From an optimization exercise on the open Yosys and OpenROAD flow, aimed at small area and few clock cycles; shortcuts taken in it are not production practice. Function was checked by simulation only, so behaviour that the tests miss may differ from the original.

==> flow/design.v <==
`timescale 1ns / 1ps
package pot_ema_pkg;
    localparam int CHANNELS            = 8;
    localparam int SAMPLES_PER_AVERAGE = 16;
    localparam int CH_W     = 3;
    localparam int SAMPLE_W = 12;
    localparam int SUM_W    = 16;
    localparam int CNT_W    = 4;
    localparam int AVG_W    = 24;
    localparam int FRAC_W   = 8;
    localparam int LEVEL_W  = 16;
    localparam int WEIGHT_W = 8;
    localparam int THRESH_W = 16;
    localparam int CFG_W    = 16;
    localparam int CFG_IDX_W = 1;
    localparam logic [CNT_W-1:0] BLOCK_END = CNT_W'(SAMPLES_PER_AVERAGE % 16);
    localparam logic [WEIGHT_W-1:0] WEIGHT_RESET = 8'd26;
    localparam logic [THRESH_W-1:0] THRESH_RESET = 16'd328;
    localparam logic [CFG_IDX_W-1:0] REG_WEIGHT    = 1'b0;
    localparam logic [CFG_IDX_W-1:0] REG_THRESHOLD = 1'b1;
    typedef struct packed {
        logic [CH_W-1:0]     channel;
        logic [SAMPLE_W-1:0] sample;
    } in_t;
    typedef struct packed {
        logic [CH_W-1:0]    report_channel;
        logic [LEVEL_W-1:0] smoothed_level;
    } out_t;
    typedef struct packed {
        logic [WEIGHT_W-1:0] smoothing_weight;
        logic [THRESH_W-1:0] report_threshold;
    } cfg_t;
endpackage
`timescale 1ns / 1ps
module pot_ema_cfg (
    input  logic                            clk,
    input  logic                            rst_n,
    input  logic                            cfg_write,
    input  logic [pot_ema_pkg::CFG_IDX_W-1:0] cfg_index,
    input  logic [pot_ema_pkg::CFG_W-1:0]   cfg_data,
    output pot_ema_pkg::cfg_t               cfg
);
    pot_ema_pkg::cfg_t cfg_reg;
    always_ff @(posedge clk or negedge rst_n)
    begin
        if (!rst_n)
        begin
            cfg_reg.smoothing_weight <= pot_ema_pkg::WEIGHT_RESET;
            cfg_reg.report_threshold <= pot_ema_pkg::THRESH_RESET;
        end
        else if (cfg_write)
        begin
            unique case (cfg_index)
                pot_ema_pkg::REG_WEIGHT:
                    cfg_reg.smoothing_weight <= cfg_data[pot_ema_pkg::WEIGHT_W-1:0];
                pot_ema_pkg::REG_THRESHOLD:
                    cfg_reg.report_threshold <= cfg_data[pot_ema_pkg::THRESH_W-1:0];
                default:
                begin
                end
            endcase
        end
    end
    assign cfg = cfg_reg;
endmodule
`timescale 1ns / 1ps
module pot_ema_core (
    input  logic               clk,
    input  logic               rst_n,
    input  logic               in_valid,
    output logic               in_ready,
    input  pot_ema_pkg::in_t   in_req,
    input  pot_ema_pkg::cfg_t  cfg,
    output logic               res_valid,
    input  logic               res_ready,
    output pot_ema_pkg::out_t  res
);
    logic                                s1_valid_reg;
    pot_ema_pkg::in_t                    s1_req_reg;
    logic [pot_ema_pkg::SUM_W-1:0]       sum_reg   [pot_ema_pkg::CHANNELS];
    logic [pot_ema_pkg::CNT_W-1:0]       cnt_reg   [pot_ema_pkg::CHANNELS];
    logic [pot_ema_pkg::AVG_W-1:0]       avg_reg   [pot_ema_pkg::CHANNELS];
    logic [pot_ema_pkg::LEVEL_W-1:0]     last_reg  [pot_ema_pkg::CHANNELS];
    logic [pot_ema_pkg::CHANNELS-1:0]    never_reg;
    logic [pot_ema_pkg::CH_W-1:0]        ch;
    logic                                in_range;
    logic [pot_ema_pkg::SUM_W-1:0]       sum_add;
    logic [pot_ema_pkg::CNT_W-1:0]       cnt_inc;
    logic                                done;
    logic signed [24:0]                  diff;
    logic signed [8:0]                   weight_s;
    logic signed [33:0]                  prod;
    logic signed [33:0]                  rounded;
    logic signed [25:0]                  step;
    logic signed [26:0]                  avg_sum;
    logic [pot_ema_pkg::AVG_W-1:0]       avg_new;
    logic [pot_ema_pkg::LEVEL_W-1:0]     level;
    logic [pot_ema_pkg::LEVEL_W-1:0]     last;
    logic [pot_ema_pkg::LEVEL_W-1:0]     delta;
    logic                                report;
    logic                                advance;
    logic                                fire;
    assign ch       = s1_req_reg.channel;
    assign in_range = (32'(ch) < pot_ema_pkg::CHANNELS);
    always_comb
    begin
        sum_add  = sum_reg[ch] + pot_ema_pkg::SUM_W'(s1_req_reg.sample);
        cnt_inc  = cnt_reg[ch] + 4'd1;
        done     = (cnt_inc == pot_ema_pkg::BLOCK_END);
        diff     = $signed({1'b0, sum_add, 8'h00}) - $signed({1'b0, avg_reg[ch]});
        weight_s = $signed({1'b0, cfg.smoothing_weight});
        prod     = diff * weight_s;
        rounded  = prod + 34'sd128;
        step     = rounded[33:8];
        avg_sum  = $signed({3'b000, avg_reg[ch]}) + $signed({step[25], step});
        if (avg_sum < 27'sd0)
            avg_new = '0;
        else if (avg_sum > $signed({3'b000, {pot_ema_pkg::AVG_W{1'b1}}}))
            avg_new = {pot_ema_pkg::AVG_W{1'b1}};
        else
            avg_new = avg_sum[pot_ema_pkg::AVG_W-1:0];
        level = avg_new[pot_ema_pkg::AVG_W-1:pot_ema_pkg::FRAC_W];
        last  = last_reg[ch];
        delta = (level > last) ? (level - last) : (last - level);
        report = in_range && done && (never_reg[ch] || (delta > cfg.report_threshold));
    end
    assign advance  = !report || res_ready;
    assign fire     = s1_valid_reg && advance;
    assign in_ready = !s1_valid_reg || advance;
    always_ff @(posedge clk or negedge rst_n)
    begin
        if (!rst_n)
        begin
            s1_valid_reg <= 1'b0;
        end
        else if (in_ready)
        begin
            s1_valid_reg <= in_valid;
        end
    end
    always_ff @(posedge clk)
    begin
        if (in_ready && in_valid)
        begin
            s1_req_reg <= in_req;
        end
    end
    always_ff @(posedge clk or negedge rst_n)
    begin
        if (!rst_n)
        begin
            for (int i = 0; i < pot_ema_pkg::CHANNELS; i++)
            begin
                sum_reg[i]  <= '0;
                cnt_reg[i]  <= '0;
                avg_reg[i]  <= '0;
                last_reg[i] <= '0;
            end
            never_reg <= '1;
        end
        else if (fire && in_range)
        begin
            if (done)
            begin
                sum_reg[ch] <= '0;
                cnt_reg[ch] <= '0;
                avg_reg[ch] <= avg_new;
            end
            else
            begin
                sum_reg[ch] <= sum_add;
                cnt_reg[ch] <= cnt_inc;
            end
            if (report)
            begin
                last_reg[ch]  <= level;
                never_reg[ch] <= 1'b0;
            end
        end
    end
    assign res_valid          = s1_valid_reg && report;
    assign res.report_channel = ch;
    assign res.smoothed_level = level;
endmodule
`timescale 1ns / 1ps
module pot_ema_out (
    input  logic               clk,
    input  logic               rst_n,
    input  logic               res_valid,
    output logic               res_ready,
    input  pot_ema_pkg::out_t  res,
    output logic               out_valid,
    input  logic               out_ready,
    output pot_ema_pkg::out_t  out_req
);
    logic              valid_reg;
    pot_ema_pkg::out_t data_reg;
    assign res_ready = !valid_reg || out_ready;
    always_ff @(posedge clk or negedge rst_n)
    begin
        if (!rst_n)
        begin
            valid_reg <= 1'b0;
        end
        else if (res_ready)
        begin
            valid_reg <= res_valid;
        end
    end
    always_ff @(posedge clk)
    begin
        if (res_ready && res_valid)
        begin
            data_reg <= res;
        end
    end
    assign out_valid = valid_reg;
    assign out_req   = data_reg;
endmodule
`timescale 1ns / 1ps
module pot_oversample_ema_hysteresis_top (
    input  logic                              clk,
    input  logic                              rst_n,
    input  logic                              in_valid,
    output logic                              in_ready,
    input  logic [14:0]                       in_req,
    output logic                              out_valid,
    input  logic                              out_ready,
    output logic [18:0]                       out_req,
    input  logic                              cfg_write,
    input  logic [pot_ema_pkg::CFG_IDX_W-1:0] cfg_index,
    input  logic [pot_ema_pkg::CFG_W-1:0]     cfg_data
);
    pot_ema_pkg::cfg_t cfg;
    pot_ema_pkg::out_t res;
    pot_ema_pkg::in_t  in_req_s;
    pot_ema_pkg::out_t out_req_s;
    assign in_req_s = in_req;
    assign out_req  = out_req_s;
    logic              res_valid;
    logic              res_ready;
    pot_ema_cfg u_cfg (
        .clk       (clk),
        .rst_n     (rst_n),
        .cfg_write (cfg_write),
        .cfg_index (cfg_index),
        .cfg_data  (cfg_data),
        .cfg       (cfg)
    );
    pot_ema_core u_core (
        .clk       (clk),
        .rst_n     (rst_n),
        .in_valid  (in_valid),
        .in_ready  (in_ready),
        .in_req    (in_req_s),
        .cfg       (cfg),
        .res_valid (res_valid),
        .res_ready (res_ready),
        .res       (res)
    );
    pot_ema_out u_out (
        .clk       (clk),
        .rst_n     (rst_n),
        .res_valid (res_valid),
        .res_ready (res_ready),
        .res       (res),
        .out_valid (out_valid),
        .out_ready (out_ready),
        .out_req   (out_req_s)
    );
endmodule
==> flow/run.sh <==
#!/bin/bash
# synth_recipe.tcl (not shown) runs the flow's synth.tcl, then flattens the netlist and writes it again
# the make line also repeats each setting of config.mk as NAME=value (left out here)
make -C /OpenROAD-flow-scripts/flow DESIGN_CONFIG=/design/flow/config.mk WORK_HOME=/design/flow/orfs CLKGATE_MAP_FILE= SYNTH_SCRIPT=/design/flow/synth_recipe.tcl finish
==> flow/config.mk <==
export PLATFORM = sky130hd
export DESIGN_NAME = pot_oversample_ema_hysteresis_top
export DESIGN_NICKNAME = pot_oversample_ema_hysteresis_top
export VERILOG_FILES = /design/flow/design.v
export SDC_FILE = /design/flow/constraint.sdc
export NUM_CORES = 4
export LEC_CHECK = 0
export CAP_MARGIN = 20
export CORE_MARGIN = 2
export CORE_UTILIZATION = 40
export SLEW_MARGIN = 20
==> flow/constraint.sdc <==
create_clock -name core_clock -period 20.0 [get_ports {clk}]
set_input_delay 4.0000 -clock core_clock [delete_from_list [all_inputs] [get_ports {clk}]]
set_output_delay 4.0000 -clock core_clock [all_outputs]
set_load 0.01 [all_outputs]
==> impl_metrics.json <==
{
  "met2_length_um": 47200,
  "first_iter_violations": 1997,
  "cts_root_buf": "clkbuf_16",
  "synth-edff-count": 34,
  "routed_wl_um": 101000,
  "setup_slack_ns": 0.530,
  "period_minus_slack_ns": 19.47,
  "finalHoldViolCount": 0,
  "syn_area_mm2": 0.0368,
  "cts_buffers": 58,
  "dp_slack_ns": -0.119,
  "core.rowCount": 111,
  "yosysWarnings": 7,
  "syn_to_final_growth_pct": 16.2,
  "largest_register_ff_count": 192,
  "worstSetupPathType": "reg -> out",
  "grt_remaining_overflow": 0,
  "clock_latency_ns": 0.62,
  "top_layer": "met4",
  "period_share": 0.973,
  "cp.arrival_ns": 15.47,
  "startpoint_type": "register",
  "cp_data_required_time_ns": 16.00,
  "antenna_found_initial": 2,
  "cp-end-kind": "output pin",
  "skew_ns": 0.0277,
  "placed_area_mm2": 0.0400,
  "die_h_um": 308,
  "drv_cap": 0,
  "gp_routability_congestion": 0.948,
  "synth.area.top_cells": "dfrtp_1 (34%), mux2_2 (12%), fa_1 (8.7%), ha_1 (6.7%), edfxtp_1 (2.8%)",
  "crit_family": "compound AO/OA/AOI/OAI gates",
  "drive_gt1_frac": 0.275,
  "cts_tree": "yes",
  "clock_sinks": 548,
  "drv_slew": 0,
  "synth_top_cell_by_area": "dfrtp_1",
  "syn-num-nets": 3723,
  "yosysUniqueCellTypes": 102,
  "reg2reg_slack_ns": 3.42,
  "fin_nets": 3909,
  "cts-htree-levels": 2,
  "min_path_type": "reg -> reg",
  "grt_pass1_vias": 27208,
  "routed-wl-met3_um": 4470,
  "drc": 0,
  "core_mm2": 0.0915,
  "wl_met1_um": 47400,
  "cp_slowest_cell": "fa_1",
  "synth_ff_type": "dfrtp_1",
  "vias_per_cell": 5.62,
  "fin_util": 0.468,
  "final_area_mm2": 0.0428,
  "max_freq_ghz": 0.0514,
  "grt_start_max_net_pins": 98,
  "die_w_um": 308,
  "hold_buffers": 0,
  "seq_area_frac_synth": 0.377,
  "syn_inst": 3329,
  "setup_viol": 0,
  "synth_area_per_cell_um2": 11.1,
  "num_vias": 26694,
  "ios": 58,
  "drtAntennaViolNets": 0,
  "cp_slowest_stage_delay_ns": 0.57,
  "max_slew_margin": 0.345,
  "wl_per_cell_um": 21.3,
  "cts_max_path_buffers": 3,
  "synthArstFlopShare": 0.938,
  "grtUsageTotal": 0.214,
  "drt_first_pass_iters": 6,
  "worst_pin_slew_ns": 0.982,
  "ys_ff_latch": 548,
  "synth_top_area_share": 0.340,
  "dieArea_mm2": 0.0946,
  "crit_fanout": 8,
  "grt_pass1_wl_um": 160000,
  "status": "finished clean",
  "portBuffers": 57,
  "hpwl_um": 72400,
  "whs_ns": 0.460,
  "initial_core_util": 0.403,
  "cpMostUsedCell": "o21a_1",
  "clkSlewWorstSetupHoldPaths_ns": 0.06,
  "crit_buf_inv": 7
}
==> kinds of logic after synthesis <==
kind of cell | Yosys count | share of synthesized area
simple gates | 684 | 0.0971
compound gates | 668 | 0.138
xor+xnor | 91 | 0.0218
mux | 513 | 0.159
flops | 548 | 0.377
fa+ha+maj | 357 | 0.154
buf+inv | 468 | 0.0538
==> metrics by stage <==
step	setup TNS, ns	instances
5_1_grt	-0.110	4749
6_report	0	4750
3_5_place_dp	-0.119	4624
3_3_place_gp	0	4623
2_1_floorplan	0	3329
4_1_cts	0	4733
==> routing by layer <==
| layer | GRT usage | up-vias |
|---|---|---|
| met3 | 0.0224 | 126 |
| met2 | 0.350 | 613 |
| met4 | 0.0521 | 0 |
| met1 | 0.306 | 13682 |
| met5 | 0 | - |
| li1 | - | 12273 |
==> cell usage in the layout (no fill, tap or decap), drive strengths merged, types with 14 or more instances in the layout <==
cell type,Yosys,routed
nand3,47,47
inv,255,256
clkinv,1,17
clkdlybuf4s50,0,55
o211ai,18,18
nor3,33,33
xor2,29,29
dfrtp,500,500
xnor2,62,62
nand2,211,211
a22o,32,32
a222oi,62,62
nand2b,30,30
fa,160,160
nor2,115,115
dfstp,14,14
a21o,38,38
nor2b,38,38
a221o,17,17
and2,115,115
o2111ai,18,18
and3,24,24
a221oi,23,23
mux2i,19,19
edfxtp,34,34
o21ai,84,84
buf,109,282
o21a,56,56
a22oi,65,65
nand4,14,14
a211oi,18,18
a21oi,111,111
mux2,492,492
a31oi,24,24
clkbuf,103,88
ha,197,197
==> what timing repair did <==
action / CTS / global route
buffers inserted: 1 / 15
hold endpoints to repair: 0 / 0
cloned: 0 / 1
pin swaps: 4 / 53
resized for setup: 25 / 116
endpoints found under the setup margin: 1 / 1
==> synthesized netlist by cell type, drive strengths merged, types with 14 or more instances <==
master,count
a222oi,62
o21a,56
a22oi,65
a22o,32
and3,24
xor2,29
a21oi,111
o2111ai,18
nor3,33
a31oi,24
nand2,211
fa,160
clkbuf,103
a221oi,23
a21o,38
and2,115
buf,109
edfxtp,34
nand2b,30
a211oi,18
nand3,47
inv,255
o21ai,84
mux2i,19
xnor2,62
o211ai,18
ha,197
nand4,14
mux2,492
nor2b,38
dfrtp,500
dfstp,14
a221o,17
nor2,115
==> path summary, 6_finish.rpt <==
kind	start	endpoint	cells after the start
max	u_core.s1_req_reg[13]	in_ready	65
min in group asynchronous	rst_n	u_cfg.cfg_reg[13]	1
max in group asynchronous	rst_n	u_core.avg_reg[6][5]	4
min reg2reg	u_core.never_reg[1]	u_core.never_reg[1]	1
min	u_core.never_reg[1]	u_core.never_reg[1]	1
max reg2reg	u_core.s1_req_reg[13]	u_core.last_reg[1][8]	69
==> cell type report <==
cell class	instances	area, um2
inverters	256	961
well taps	1186	1480
diodes	1	2.50
repair buffers	338	2810
clock inverters	21	213
flip-flops and latches	548	13900
multi-input cells	2313	21700
clock buffers	87	1760
fillers	8405	48700
Testbench counts, summed over its fixed seeds: cycles 32,953.

[separate check: timing with driven ports]
How much do the figures lean on ideal ports? The routed layout below was timed once more, with nothing changed but the port constraints. Step 1 assumes that a clkbuf_16 drives the clock port and a buf_2 every other input. Step 2 moves the port delays by t, midway between the first and last clock arrival at a register: inputs arrive t later, outputs are due t later. That takes back most of the time a late clock gives input paths. Three values: ideal, step 1, step 2; two values: the first two.
t (ns): 0.676
setup slack, ns: 0.530 / 0.465 / 1.141
clock arrival spread, ns: 0.027 / 0.028
slew at the worst register clock pin (ns): 0.06 / 0.06
worst slew at a driven data input, ns: 0.06
After both steps setup and hold are still met in this run. For this run, drivers alone change the setup slack by -0.065 ns; drivers and shift together by +0.611 ns.
